Background: an optimization exercise with open tools, aiming at small area, a short achievable clock period and few clock cycles per item. Do not read the settings as production practice. Function not checked in this run: the RTL went through the layout flow alone.

==> flow/design.v <==
`default_nettype none
package hrdc_pkg;
    localparam logic OpConvert = 1'b0;
    localparam logic OpLoad    = 1'b1;
    localparam int unsigned CurveDepth = 256;
    typedef logic [7:0]  level_t;
    typedef logic [2:0]  sector_t;
    typedef logic [5:0]  ramp_pos_t;
    typedef logic [13:0] prod_t;
endpackage
`default_nettype wire
`default_nettype none
module hrdc_curve_rd (
    input  wire logic [2047:0]    mem,
    input  wire hrdc_pkg::level_t addr,
    output hrdc_pkg::level_t      data
);
    assign data = mem[{addr, 3'b000} +: 8];
endmodule
`default_nettype wire
`default_nettype none
module hrdc_hue_lut (
    input  wire hrdc_pkg::level_t   hue,
    output hrdc_pkg::sector_t       sector,
    output hrdc_pkg::ramp_pos_t     x
);
    always_comb
    begin
        case (hue)
            8'd0: begin sector = 3'd0; x = 6'd0; end
            8'd1: begin sector = 3'd0; x = 6'd1; end
            8'd2: begin sector = 3'd0; x = 6'd2; end
            8'd3: begin sector = 3'd0; x = 6'd4; end
            8'd4: begin sector = 3'd0; x = 6'd5; end
            8'd5: begin sector = 3'd0; x = 6'd7; end
            8'd6: begin sector = 3'd0; x = 6'd8; end
            8'd7: begin sector = 3'd0; x = 6'd9; end
            8'd8: begin sector = 3'd0; x = 6'd11; end
            8'd9: begin sector = 3'd0; x = 6'd12; end
            8'd10: begin sector = 3'd0; x = 6'd14; end
            8'd11: begin sector = 3'd0; x = 6'd15; end
            8'd12: begin sector = 3'd0; x = 6'd16; end
            8'd13: begin sector = 3'd0; x = 6'd18; end
            8'd14: begin sector = 3'd0; x = 6'd19; end
            8'd15: begin sector = 3'd0; x = 6'd21; end
            8'd16: begin sector = 3'd0; x = 6'd22; end
            8'd17: begin sector = 3'd0; x = 6'd23; end
            8'd18: begin sector = 3'd0; x = 6'd25; end
            8'd19: begin sector = 3'd0; x = 6'd26; end
            8'd20: begin sector = 3'd0; x = 6'd28; end
            8'd21: begin sector = 3'd0; x = 6'd29; end
            8'd22: begin sector = 3'd0; x = 6'd30; end
            8'd23: begin sector = 3'd0; x = 6'd32; end
            8'd24: begin sector = 3'd0; x = 6'd33; end
            8'd25: begin sector = 3'd0; x = 6'd35; end
            8'd26: begin sector = 3'd0; x = 6'd36; end
            8'd27: begin sector = 3'd0; x = 6'd38; end
            8'd28: begin sector = 3'd0; x = 6'd39; end
            8'd29: begin sector = 3'd0; x = 6'd40; end
            8'd30: begin sector = 3'd0; x = 6'd42; end
            8'd31: begin sector = 3'd0; x = 6'd43; end
            8'd32: begin sector = 3'd0; x = 6'd45; end
            8'd33: begin sector = 3'd0; x = 6'd46; end
            8'd34: begin sector = 3'd0; x = 6'd47; end
            8'd35: begin sector = 3'd0; x = 6'd49; end
            8'd36: begin sector = 3'd0; x = 6'd50; end
            8'd37: begin sector = 3'd0; x = 6'd52; end
            8'd38: begin sector = 3'd0; x = 6'd53; end
            8'd39: begin sector = 3'd0; x = 6'd54; end
            8'd40: begin sector = 3'd0; x = 6'd56; end
            8'd41: begin sector = 3'd0; x = 6'd57; end
            8'd42: begin sector = 3'd0; x = 6'd59; end
            8'd43: begin sector = 3'd1; x = 6'd60; end
            8'd44: begin sector = 3'd1; x = 6'd59; end
            8'd45: begin sector = 3'd1; x = 6'd57; end
            8'd46: begin sector = 3'd1; x = 6'd56; end
            8'd47: begin sector = 3'd1; x = 6'd54; end
            8'd48: begin sector = 3'd1; x = 6'd53; end
            8'd49: begin sector = 3'd1; x = 6'd52; end
            8'd50: begin sector = 3'd1; x = 6'd50; end
            8'd51: begin sector = 3'd1; x = 6'd49; end
            8'd52: begin sector = 3'd1; x = 6'd47; end
            8'd53: begin sector = 3'd1; x = 6'd46; end
            8'd54: begin sector = 3'd1; x = 6'd44; end
            8'd55: begin sector = 3'd1; x = 6'd43; end
            8'd56: begin sector = 3'd1; x = 6'd42; end
            8'd57: begin sector = 3'd1; x = 6'd40; end
            8'd58: begin sector = 3'd1; x = 6'd39; end
            8'd59: begin sector = 3'd1; x = 6'd37; end
            8'd60: begin sector = 3'd1; x = 6'd36; end
            8'd61: begin sector = 3'd1; x = 6'd35; end
            8'd62: begin sector = 3'd1; x = 6'd33; end
            8'd63: begin sector = 3'd1; x = 6'd32; end
            8'd64: begin sector = 3'd1; x = 6'd30; end
            8'd65: begin sector = 3'd1; x = 6'd29; end
            8'd66: begin sector = 3'd1; x = 6'd28; end
            8'd67: begin sector = 3'd1; x = 6'd26; end
            8'd68: begin sector = 3'd1; x = 6'd25; end
            8'd69: begin sector = 3'd1; x = 6'd23; end
            8'd70: begin sector = 3'd1; x = 6'd22; end
            8'd71: begin sector = 3'd1; x = 6'd21; end
            8'd72: begin sector = 3'd1; x = 6'd19; end
            8'd73: begin sector = 3'd1; x = 6'd18; end
            8'd74: begin sector = 3'd1; x = 6'd16; end
            8'd75: begin sector = 3'd1; x = 6'd15; end
            8'd76: begin sector = 3'd1; x = 6'd14; end
            8'd77: begin sector = 3'd1; x = 6'd12; end
            8'd78: begin sector = 3'd1; x = 6'd11; end
            8'd79: begin sector = 3'd1; x = 6'd9; end
            8'd80: begin sector = 3'd1; x = 6'd8; end
            8'd81: begin sector = 3'd1; x = 6'd6; end
            8'd82: begin sector = 3'd1; x = 6'd5; end
            8'd83: begin sector = 3'd1; x = 6'd4; end
            8'd84: begin sector = 3'd1; x = 6'd2; end
            8'd85: begin sector = 3'd1; x = 6'd1; end
            8'd86: begin sector = 3'd2; x = 6'd1; end
            8'd87: begin sector = 3'd2; x = 6'd2; end
            8'd88: begin sector = 3'd2; x = 6'd3; end
            8'd89: begin sector = 3'd2; x = 6'd5; end
            8'd90: begin sector = 3'd2; x = 6'd6; end
            8'd91: begin sector = 3'd2; x = 6'd8; end
            8'd92: begin sector = 3'd2; x = 6'd9; end
            8'd93: begin sector = 3'd2; x = 6'd10; end
            8'd94: begin sector = 3'd2; x = 6'd12; end
            8'd95: begin sector = 3'd2; x = 6'd13; end
            8'd96: begin sector = 3'd2; x = 6'd15; end
            8'd97: begin sector = 3'd2; x = 6'd16; end
            8'd98: begin sector = 3'd2; x = 6'd17; end
            8'd99: begin sector = 3'd2; x = 6'd19; end
            8'd100: begin sector = 3'd2; x = 6'd20; end
            8'd101: begin sector = 3'd2; x = 6'd22; end
            8'd102: begin sector = 3'd2; x = 6'd23; end
            8'd103: begin sector = 3'd2; x = 6'd25; end
            8'd104: begin sector = 3'd2; x = 6'd26; end
            8'd105: begin sector = 3'd2; x = 6'd27; end
            8'd106: begin sector = 3'd2; x = 6'd29; end
            8'd107: begin sector = 3'd2; x = 6'd30; end
            8'd108: begin sector = 3'd2; x = 6'd32; end
            8'd109: begin sector = 3'd2; x = 6'd33; end
            8'd110: begin sector = 3'd2; x = 6'd34; end
            8'd111: begin sector = 3'd2; x = 6'd36; end
            8'd112: begin sector = 3'd2; x = 6'd37; end
            8'd113: begin sector = 3'd2; x = 6'd39; end
            8'd114: begin sector = 3'd2; x = 6'd40; end
            8'd115: begin sector = 3'd2; x = 6'd41; end
            8'd116: begin sector = 3'd2; x = 6'd43; end
            8'd117: begin sector = 3'd2; x = 6'd44; end
            8'd118: begin sector = 3'd2; x = 6'd46; end
            8'd119: begin sector = 3'd2; x = 6'd47; end
            8'd120: begin sector = 3'd2; x = 6'd48; end
            8'd121: begin sector = 3'd2; x = 6'd50; end
            8'd122: begin sector = 3'd2; x = 6'd51; end
            8'd123: begin sector = 3'd2; x = 6'd53; end
            8'd124: begin sector = 3'd2; x = 6'd54; end
            8'd125: begin sector = 3'd2; x = 6'd55; end
            8'd126: begin sector = 3'd2; x = 6'd57; end
            8'd127: begin sector = 3'd2; x = 6'd58; end
            8'd128: begin sector = 3'd3; x = 6'd60; end
            8'd129: begin sector = 3'd3; x = 6'd59; end
            8'd130: begin sector = 3'd3; x = 6'd57; end
            8'd131: begin sector = 3'd3; x = 6'd56; end
            8'd132: begin sector = 3'd3; x = 6'd55; end
            8'd133: begin sector = 3'd3; x = 6'd53; end
            8'd134: begin sector = 3'd3; x = 6'd52; end
            8'd135: begin sector = 3'd3; x = 6'd50; end
            8'd136: begin sector = 3'd3; x = 6'd49; end
            8'd137: begin sector = 3'd3; x = 6'd48; end
            8'd138: begin sector = 3'd3; x = 6'd46; end
            8'd139: begin sector = 3'd3; x = 6'd45; end
            8'd140: begin sector = 3'd3; x = 6'd43; end
            8'd141: begin sector = 3'd3; x = 6'd42; end
            8'd142: begin sector = 3'd3; x = 6'd41; end
            8'd143: begin sector = 3'd3; x = 6'd39; end
            8'd144: begin sector = 3'd3; x = 6'd38; end
            8'd145: begin sector = 3'd3; x = 6'd36; end
            8'd146: begin sector = 3'd3; x = 6'd35; end
            8'd147: begin sector = 3'd3; x = 6'd34; end
            8'd148: begin sector = 3'd3; x = 6'd32; end
            8'd149: begin sector = 3'd3; x = 6'd31; end
            8'd150: begin sector = 3'd3; x = 6'd29; end
            8'd151: begin sector = 3'd3; x = 6'd28; end
            8'd152: begin sector = 3'd3; x = 6'd27; end
            8'd153: begin sector = 3'd3; x = 6'd25; end
            8'd154: begin sector = 3'd3; x = 6'd24; end
            8'd155: begin sector = 3'd3; x = 6'd22; end
            8'd156: begin sector = 3'd3; x = 6'd21; end
            8'd157: begin sector = 3'd3; x = 6'd19; end
            8'd158: begin sector = 3'd3; x = 6'd18; end
            8'd159: begin sector = 3'd3; x = 6'd17; end
            8'd160: begin sector = 3'd3; x = 6'd15; end
            8'd161: begin sector = 3'd3; x = 6'd14; end
            8'd162: begin sector = 3'd3; x = 6'd12; end
            8'd163: begin sector = 3'd3; x = 6'd11; end
            8'd164: begin sector = 3'd3; x = 6'd10; end
            8'd165: begin sector = 3'd3; x = 6'd8; end
            8'd166: begin sector = 3'd3; x = 6'd7; end
            8'd167: begin sector = 3'd3; x = 6'd5; end
            8'd168: begin sector = 3'd3; x = 6'd4; end
            8'd169: begin sector = 3'd3; x = 6'd3; end
            8'd170: begin sector = 3'd3; x = 6'd1; end
            8'd171: begin sector = 3'd4; x = 6'd0; end
            8'd172: begin sector = 3'd4; x = 6'd2; end
            8'd173: begin sector = 3'd4; x = 6'd3; end
            8'd174: begin sector = 3'd4; x = 6'd4; end
            8'd175: begin sector = 3'd4; x = 6'd6; end
            8'd176: begin sector = 3'd4; x = 6'd7; end
            8'd177: begin sector = 3'd4; x = 6'd9; end
            8'd178: begin sector = 3'd4; x = 6'd10; end
            8'd179: begin sector = 3'd4; x = 6'd12; end
            8'd180: begin sector = 3'd4; x = 6'd13; end
            8'd181: begin sector = 3'd4; x = 6'd14; end
            8'd182: begin sector = 3'd4; x = 6'd16; end
            8'd183: begin sector = 3'd4; x = 6'd17; end
            8'd184: begin sector = 3'd4; x = 6'd19; end
            8'd185: begin sector = 3'd4; x = 6'd20; end
            8'd186: begin sector = 3'd4; x = 6'd21; end
            8'd187: begin sector = 3'd4; x = 6'd23; end
            8'd188: begin sector = 3'd4; x = 6'd24; end
            8'd189: begin sector = 3'd4; x = 6'd26; end
            8'd190: begin sector = 3'd4; x = 6'd27; end
            8'd191: begin sector = 3'd4; x = 6'd28; end
            8'd192: begin sector = 3'd4; x = 6'd30; end
            8'd193: begin sector = 3'd4; x = 6'd31; end
            8'd194: begin sector = 3'd4; x = 6'd33; end
            8'd195: begin sector = 3'd4; x = 6'd34; end
            8'd196: begin sector = 3'd4; x = 6'd35; end
            8'd197: begin sector = 3'd4; x = 6'd37; end
            8'd198: begin sector = 3'd4; x = 6'd38; end
            8'd199: begin sector = 3'd4; x = 6'd40; end
            8'd200: begin sector = 3'd4; x = 6'd41; end
            8'd201: begin sector = 3'd4; x = 6'd42; end
            8'd202: begin sector = 3'd4; x = 6'd44; end
            8'd203: begin sector = 3'd4; x = 6'd45; end
            8'd204: begin sector = 3'd4; x = 6'd47; end
            8'd205: begin sector = 3'd4; x = 6'd48; end
            8'd206: begin sector = 3'd4; x = 6'd50; end
            8'd207: begin sector = 3'd4; x = 6'd51; end
            8'd208: begin sector = 3'd4; x = 6'd52; end
            8'd209: begin sector = 3'd4; x = 6'd54; end
            8'd210: begin sector = 3'd4; x = 6'd55; end
            8'd211: begin sector = 3'd4; x = 6'd57; end
            8'd212: begin sector = 3'd4; x = 6'd58; end
            8'd213: begin sector = 3'd4; x = 6'd59; end
            8'd214: begin sector = 3'd5; x = 6'd59; end
            8'd215: begin sector = 3'd5; x = 6'd58; end
            8'd216: begin sector = 3'd5; x = 6'd56; end
            8'd217: begin sector = 3'd5; x = 6'd55; end
            8'd218: begin sector = 3'd5; x = 6'd54; end
            8'd219: begin sector = 3'd5; x = 6'd52; end
            8'd220: begin sector = 3'd5; x = 6'd51; end
            8'd221: begin sector = 3'd5; x = 6'd49; end
            8'd222: begin sector = 3'd5; x = 6'd48; end
            8'd223: begin sector = 3'd5; x = 6'd47; end
            8'd224: begin sector = 3'd5; x = 6'd45; end
            8'd225: begin sector = 3'd5; x = 6'd44; end
            8'd226: begin sector = 3'd5; x = 6'd42; end
            8'd227: begin sector = 3'd5; x = 6'd41; end
            8'd228: begin sector = 3'd5; x = 6'd40; end
            8'd229: begin sector = 3'd5; x = 6'd38; end
            8'd230: begin sector = 3'd5; x = 6'd37; end
            8'd231: begin sector = 3'd5; x = 6'd35; end
            8'd232: begin sector = 3'd5; x = 6'd34; end
            8'd233: begin sector = 3'd5; x = 6'd32; end
            8'd234: begin sector = 3'd5; x = 6'd31; end
            8'd235: begin sector = 3'd5; x = 6'd30; end
            8'd236: begin sector = 3'd5; x = 6'd28; end
            8'd237: begin sector = 3'd5; x = 6'd27; end
            8'd238: begin sector = 3'd5; x = 6'd25; end
            8'd239: begin sector = 3'd5; x = 6'd24; end
            8'd240: begin sector = 3'd5; x = 6'd23; end
            8'd241: begin sector = 3'd5; x = 6'd21; end
            8'd242: begin sector = 3'd5; x = 6'd20; end
            8'd243: begin sector = 3'd5; x = 6'd18; end
            8'd244: begin sector = 3'd5; x = 6'd17; end
            8'd245: begin sector = 3'd5; x = 6'd16; end
            8'd246: begin sector = 3'd5; x = 6'd14; end
            8'd247: begin sector = 3'd5; x = 6'd13; end
            8'd248: begin sector = 3'd5; x = 6'd11; end
            8'd249: begin sector = 3'd5; x = 6'd10; end
            8'd250: begin sector = 3'd5; x = 6'd9; end
            8'd251: begin sector = 3'd5; x = 6'd7; end
            8'd252: begin sector = 3'd5; x = 6'd6; end
            8'd253: begin sector = 3'd5; x = 6'd4; end
            8'd254: begin sector = 3'd5; x = 6'd3; end
            8'd255: begin sector = 3'd5; x = 6'd1; end
            default: begin sector = 3'd0; x = 6'd0; end
        endcase
    end
endmodule
`default_nettype wire
`default_nettype none
module hsv_to_rgb_dim_curve_unit (
    input  wire logic             clk,
    input  wire logic             rst_n,
    input  wire logic             in_valid,
    output logic                  in_ready,
    input  wire logic             operation,
    input  wire hrdc_pkg::level_t hue,
    input  wire hrdc_pkg::level_t saturation,
    input  wire hrdc_pkg::level_t brightness,
    input  wire hrdc_pkg::level_t curve_index,
    input  wire hrdc_pkg::level_t curve_value,
    output logic                  out_valid,
    input  wire logic             out_ready,
    output hrdc_pkg::level_t      red,
    output hrdc_pkg::level_t      green,
    output hrdc_pkg::level_t      blue
);
    logic              in_op;
    hrdc_pkg::level_t  in_h;
    hrdc_pkg::level_t  in_a;
    hrdc_pkg::level_t  in_b;
    assign in_op = operation;
    assign in_h  = hue;
    assign in_a  = operation ? curve_index : ~saturation;
    assign in_b  = operation ? curve_value : brightness;
    logic              k_cv;
    logic              k_ld;
    hrdc_pkg::level_t  k_h;
    hrdc_pkg::level_t  k_a;
    hrdc_pkg::level_t  k_b;
    logic              s0_cv;
    logic              s0_ld;
    hrdc_pkg::level_t  s0_h;
    hrdc_pkg::level_t  s0_a;
    hrdc_pkg::level_t  s0_b;
    hrdc_pkg::level_t  curve [hrdc_pkg::CurveDepth];
    logic               s1_valid;
    hrdc_pkg::level_t   s1_v;
    hrdc_pkg::level_t   s1_cs;
    hrdc_pkg::sector_t  s1_sec;
    hrdc_pkg::ramp_pos_t s1_x;
    logic               s2_valid;
    hrdc_pkg::level_t   s2_v;
    hrdc_pkg::level_t   s2_base;
    hrdc_pkg::prod_t    s2_vx;
    hrdc_pkg::ramp_pos_t s2_y;
    hrdc_pkg::sector_t  s2_sec;
    logic               s2_gray;
    logic               s3_valid;
    hrdc_pkg::level_t   s3_v;
    hrdc_pkg::level_t   s3_base;
    hrdc_pkg::prod_t    s3_t;
    hrdc_pkg::sector_t  s3_sec;
    logic               s3_gray;
    logic               o_valid;
    hrdc_pkg::level_t   o_r;
    hrdc_pkg::level_t   o_g;
    hrdc_pkg::level_t   o_b;
    logic en_o;
    logic en3;
    logic en2;
    logic en1;
    logic en0;
    assign en_o = !o_valid || out_ready;
    assign en3  = !s3_valid || en_o;
    assign en2  = !s2_valid || en3;
    assign en1  = !s1_valid || en2;
    assign en0  = !s0_cv || en1;
    logic k_any;
    logic accept;
    logic new_cv;
    logic new_ld;
    assign k_any    = k_cv || k_ld;
    assign in_ready = !k_any;
    assign accept   = in_valid && !k_any;
    assign new_cv   = k_any ? k_cv : (accept && !in_op);
    assign new_ld   = k_any ? k_ld : (accept && in_op);
    always_ff @(posedge clk or negedge rst_n)
    begin
        if (!rst_n)
        begin
            k_cv     <= 1'b0;
            s0_cv    <= 1'b0;
            s1_valid <= 1'b0;
            s2_valid <= 1'b0;
            s3_valid <= 1'b0;
            o_valid  <= 1'b0;
        end
        else
        begin
            if (en0)
            begin
                k_cv  <= 1'b0;
                s0_cv <= new_cv;
            end
            else if (!k_any)
            begin
                k_cv <= accept && !in_op;
            end
            if (en1)
            begin
                s1_valid <= s0_cv;
            end
            if (en2)
            begin
                s2_valid <= s1_valid;
            end
            if (en3)
            begin
                s3_valid <= s2_valid;
            end
            if (en_o)
            begin
                o_valid <= s3_valid;
            end
        end
    end
    always_ff @(posedge clk)
    begin
        if (en0)
        begin
            k_ld  <= 1'b0;
            s0_ld <= new_ld;
        end
        else
        begin
            if (!k_any)
            begin
                k_ld <= accept && in_op;
            end
            s0_ld <= 1'b0;
        end
    end
    always_ff @(posedge clk)
    begin
        if (!k_any)
        begin
            k_h  <= in_h;
            k_a  <= in_a;
            k_b  <= in_b;
        end
        if (en0)
        begin
            s0_h  <= k_any ? k_h  : in_h;
            s0_a  <= k_any ? k_a  : in_a;
            s0_b  <= k_any ? k_b  : in_b;
        end
    end
    always_ff @(posedge clk)
    begin
        if (s0_ld)
        begin
            curve[s0_a] <= s0_b;
        end
    end
    logic [2047:0]       curve_flat;
    hrdc_pkg::level_t    rd_v;
    hrdc_pkg::level_t    rd_cs;
    hrdc_pkg::sector_t   hue_sec;
    hrdc_pkg::ramp_pos_t hue_x;
    always_comb
    begin
        for (int i = 0; i < hrdc_pkg::CurveDepth; i++)
        begin
            curve_flat[i * 8 +: 8] = curve[i];
        end
    end
    hrdc_curve_rd u_rd_v (
        .mem  (curve_flat),
        .addr (s0_b),
        .data (rd_v)
    );
    hrdc_curve_rd u_rd_cs (
        .mem  (curve_flat),
        .addr (s0_a),
        .data (rd_cs)
    );
    hrdc_hue_lut u_hue (
        .hue    (s0_h),
        .sector (hue_sec),
        .x      (hue_x)
    );
    logic [15:0] base_prod;
    assign base_prod = 16'(s1_cs) * 16'(s1_v);
    hrdc_pkg::prod_t t_next;
    assign t_next = 14'(s2_base) * 14'(s2_y) + s2_vx;
    logic [27:0]      ramp_prod;
    hrdc_pkg::level_t ramp;
    hrdc_pkg::level_t r_next;
    hrdc_pkg::level_t g_next;
    hrdc_pkg::level_t b_next;
    always_comb
    begin
        ramp_prod = 28'(s3_t[13:2]) * 28'd4370;
        ramp      = ramp_prod[23:16];
        case (s3_sec)
            3'd0:
            begin
                r_next = s3_v;
                g_next = ramp;
                b_next = s3_base;
            end
            3'd1:
            begin
                r_next = ramp;
                g_next = s3_v;
                b_next = s3_base;
            end
            3'd2:
            begin
                r_next = s3_base;
                g_next = s3_v;
                b_next = ramp;
            end
            3'd3:
            begin
                r_next = s3_base;
                g_next = ramp;
                b_next = s3_v;
            end
            3'd4:
            begin
                r_next = ramp;
                g_next = s3_base;
                b_next = s3_v;
            end
            default:
            begin
                r_next = s3_v;
                g_next = s3_base;
                b_next = ramp;
            end
        endcase
        if (s3_gray)
        begin
            r_next = s3_v;
            g_next = s3_v;
            b_next = s3_v;
        end
    end
    always_ff @(posedge clk)
    begin
        if (en1)
        begin
            s1_v   <= rd_v;
            s1_cs  <= rd_cs;
            s1_sec <= hue_sec;
            s1_x   <= hue_x;
        end
        if (en2)
        begin
            s2_v    <= s1_v;
            s2_base <= base_prod[15:8];
            s2_vx   <= 14'(s1_v) * 14'(s1_x);
            s2_y    <= 6'd60 - s1_x;
            s2_sec  <= s1_sec;
            s2_gray <= (s1_cs == 8'd255);
        end
        if (en3)
        begin
            s3_v    <= s2_v;
            s3_base <= s2_base;
            s3_t    <= t_next;
            s3_sec  <= s2_sec;
            s3_gray <= s2_gray;
        end
        if (en_o)
        begin
            o_r <= r_next;
            o_g <= g_next;
            o_b <= b_next;
        end
    end
    assign out_valid = o_valid;
    assign red       = o_r;
    assign green     = o_g;
    assign blue      = o_b;
endmodule
`default_nettype wire
==> flow/run.sh <==
#!/bin/bash
# synth_recipe.tcl (not shown) runs the flow's synth.tcl, then flattens the netlist and writes it again
# the make line also repeats each setting of config.mk as NAME=value (left out here)
make -C /OpenROAD-flow-scripts/flow DESIGN_CONFIG=/design/flow/config.mk WORK_HOME=/design/flow/orfs CLKGATE_MAP_FILE= SYNTH_SCRIPT=/design/flow/synth_recipe.tcl finish
==> flow/config.mk <==
export PLATFORM = sky130hd
export DESIGN_NAME = hsv_to_rgb_dim_curve_unit
export DESIGN_NICKNAME = hsv_to_rgb_dim_curve_unit
export VERILOG_FILES = /design/flow/design.v
export SDC_FILE = /design/flow/constraint.sdc
export NUM_CORES = 4
export LEC_CHECK = 0
export ABC_CLOCK_PERIOD_IN_PS = 3000
export CAP_MARGIN = 20
export CORE_MARGIN = 2
export CORE_UTILIZATION = 55
export SETUP_SLACK_MARGIN = 5
export SLEW_MARGIN = 20
==> flow/constraint.sdc <==
create_clock -name core_clock -period 10.0 [get_ports {clk}]
set_input_delay 2.0000 -clock core_clock [delete_from_list [all_inputs] [get_ports {clk}]]
set_output_delay 2.0000 -clock core_clock [all_outputs]
set_load 0.01 [all_outputs]
==> flow_metrics.env <==
export IMPL_yosys_top_cells_area="edfxtp_1 (60%), mux4_2 (26%), fa_1 (1.9%)"
export IMPL_wl_met3_mm=30.06
export IMPL_grt_pass1_vias=60530
export IMPL_avgSynthCellArea_um2=18.96
export IMPL_grt_usage_pct=32.01
export IMPL_vias_per_cell=6.969
export IMPL_pre_cts_slack_ns=5.051
export IMPL_hold_path_depth=0
export IMPL_ir_drop_uv=417.2
export IMPL_cp_end_kind="flop"
export IMPL_drive_gt1_share_pct=30.49
export IMPL_post_drt_wl_per_cell_um=36.81
export IMPL_ys_flop_type="edfxtp_1"
export IMPL_fill_cells=14010
export IMPL_route_vias_total=60740
export IMPL_cts_buffers=230
export IMPL_status="complete, no violations"
export IMPL_drt_total_wl_mm=320.9
export IMPL_antenna_left=0
export IMPL_num_rows=163
export IMPL_yosysMostFrequentCell="edfxtp_1"
export IMPL_p_per_area_nw_per_um2=224.1
export IMPL_ys_types=70
export IMPL_min_from="s1_sec[2]"
export IMPL_highest_layer="met5"
export IMPL_drtPass1Iterations=8
export IMPL_drt_iter0_drc=8072
export IMPL_gp_congestion=0.8996
export IMPL_rsz0062_at_grt="false"
export IMPL_drt_met1_wl_mm=126.8
export IMPL_yosysWarnings=2
export IMPL_utilization_pct=61.26
export IMPL_power_leakage_nw=38.98
export IMPL_cp_start_kind="flop"
export IMPL_root_buffer="clkbuf_16"
export IMPL_holdWs_ns=0.4230
export IMPL_yosysSeqAreaShare_pct=60.71
export IMPL_place_hpwl_mm=207.4
export IMPL_synth_edff_count=2193
export IMPL_grt_pass1_wl_mm=457.2
export IMPL_ctsHoldBuffers=0
export IMPL_rr_worst_depth=7
export IMPL_htreeDepth=4
export IMPL_fmax_mhz=201.2
export IMPL_io_buffers=70
export IMPL_path_clk_slew_ns=0.06
export IMPL_dieArea_um2=202800
export IMPL_final_cells=8716
export IMPL_ys_ff_latch=2225
export IMPL_grt_max_degree=160
export IMPL_syn_area_um2=109600
export IMPL_gr_total_overflow=0
export IMPL_final_max_slew_viol_count=0
export IMPL_die_h_um=450.4
export IMPL_final_nets=6165
export IMPL_synth_cells=5778
export IMPL_worstPathMaxFanout=60
export IMPL_crit_required_ns=10.61
export IMPL_final_setup_viol_count=0
export IMPL_clock_sinks=2225
export IMPL_relSlewSlack_pct=17.83
export IMPL_synth_common_cells="edfxtp_1 (2193), mux4_2 (1247), nor2_1 (355)"
export IMPL_coreArea_um2=197600
export IMPL_final_setup_worst_slack_ns=5.030
export IMPL_hold_class="flop to flop"
export IMPL_max_cap_violations=0
export IMPL_cts_buffer_depth=3
export IMPL_r2r_start="s0_a[1]"
export IMPL_fin_crit_sh_pct=49.70
export IMPL_clkLatencyLatePin_ns=0.90
export IMPL_io_pins=71
export IMPL_postPlaceCellArea_um2=113600
export IMPL_wl_met2_mm=150.1
export IMPL_dp_cells=8264
export IMPL_start_util_pct=55.45
export IMPL_yosysTopAreaCell="edfxtp_1"
export IMPL_synth_top_cell_area_share_pct=60.10
export IMPL_tns_ns=0
export IMPL_finish_instance_area_um2=121100
export IMPL_drc=0
export IMPL_syn_to_final_growth_pct=10.48
export IMPL_finalClockSkew_ns=0.05752
export IMPL_crit_type="flop to flop"
export IMPL_critPathLaunch="s0_a[1]"
export IMPL_cts_tree="built"
export IMPL_fp_dieW_um=450.4
export IMPL_tightest_slew_ns=1.228
export IMPL_synth_nets=6074
export IMPL_hold_viol=0
export IMPL_critPathArrivalTime_ns=5.58
export IMPL_period_minus_slack_ns=4.970
export IMPL_antenna_found_initial=15
export IMPL_p_total_mw=27.12
export IMPL_ys_async_sr_fraction_pct=0.2697
cell families after synthesis:
logic type | synth area share (%)
AO/OA/AOI/OAI | 2.646
XOR/XNOR | 0.3517
adder cells (fa/ha/maj) | 3.574
buffers and inverters | 2.352
flip-flops | 60.71
multiplexers | 26.85
AND/OR/NAND/NOR | 3.517
placed cells by master, fill, tap and decap left out, drive strengths merged, types with 27 or more instances in the layout:
cell	count
ha	149
a21oi	113
edfxtp	2193
clkdlybuf4s50	70
and2	116
clkinv	118
o22ai	38
o21ai	92
nand2	170
nor2	355
mux4	1247
a211oi	27
nand3	43
a22oi	42
inv	174
nor2b	32
nor3	46
clkbuf	275
buf	210
fa	102
xnor2	29
mux2i	120
what timing repair did:
action	in CTS	in global routing
resized for setup	0	3
endpoints found under the setup margin	0	5
setup buffers	0	9
final timing paths:
| kind | endpoint | slack [ns] |
|---|---|---|
| worst min-delay path | s2_sec[2] | 0.42 |
| worst max register to register | s1_cs[1] | 5.03 |
| max in group asynchronous | s2_valid | 8.40 |
| worst max-delay path | s1_cs[1] | 5.03 |
| min in group asynchronous | s0_cv | 1.37 |
| worst min register to register | s2_sec[2] | 0.42 |
report_power, final:
group	internal, mW	switching (mW)	total [mW]
Combinational	3.28	4.33	7.62
Sequential	10.9	0.246	11.1
Clock	4.72	3.69	8.41
state kept, by name (all words and copies together), names as in the netlist, 6 cells and up:
signal   cells
s2_base      8
s2_v         8
o_g          8
s3_t        12
s2_y         6
s1_v         8
k_b          8
k_a          8
s3_base      8
curve     2048
s3_v         8
s0_h         8
s1_cs        8
o_b          8
s2_vx       14
o_r          8
s1_x         6
k_h          8
s0_a         8
s0_b         8
critical path: stages (launching register included):
cell and delay (ns):
edfxtp_1 0.73, buf_4 0.60, buf_4 0.86, mux4_2 0.41, mux4_2 0.60, a32oi_1 0.46
o311ai_0 0.48, or3_1 0.44
layer usage:
layer / vias to the layer above / track usage, %
met5: - / 0
met4: 6 / 12.38
met3: 581 / 6.838
met2: 3046 / 48.54
met1: 32660 / 46.14
li1: 24450 / -
final cells by class:
cell class	instances	area, um^2	share of cell area (%)
inverter	166	625.6	0.5168
tap	2640	3303	2.729
sequential	2225	66520	54.95
clock inverter	153	1334	1.102
antenna	11	27.53	0.02274
clock buffer	275	5988	4.947
timing repair buffer	280	2616	2.161
multi-input combinational	2966	40640	33.57

## port drivers added, routing unchanged
The flow's constraints put no driver on any port. The routed layout listed below was extracted and timed again, unchanged, in two steps. Step 1 (the two cells are an assumption about what drives the block):
set clk [get_ports {clk}]
set_driving_cell -lib_cell sky130_fd_sc_hd__clkbuf_16 $clk
set_driving_cell -lib_cell sky130_fd_sc_hd__buf_2 [delete_from_list [all_inputs] $clk]
Step 2 adds t to the input delays and takes it off the output delays; t is the mean of the earliest and latest rising clock arrival at the registers after step 1. Input paths then give back, and output paths get back, about the clock's delay inside the block. Slacks: ideal ports / drivers / drivers and shift; pairs: ideal ports / drivers.
t (ns): 0.954
slack for setup (ns): 5.030 / 5.030 / 5.030
worst hold slack (ns): 0.423 / 0.423 / 0.423
worst setup path at the end: register to register
worst data-port slew with drivers (ns): 0.06
After both steps this run still meets setup and hold. For this run, drivers alone change the setup slack by 0.000 ns; drivers and shift together by 0.000 ns.
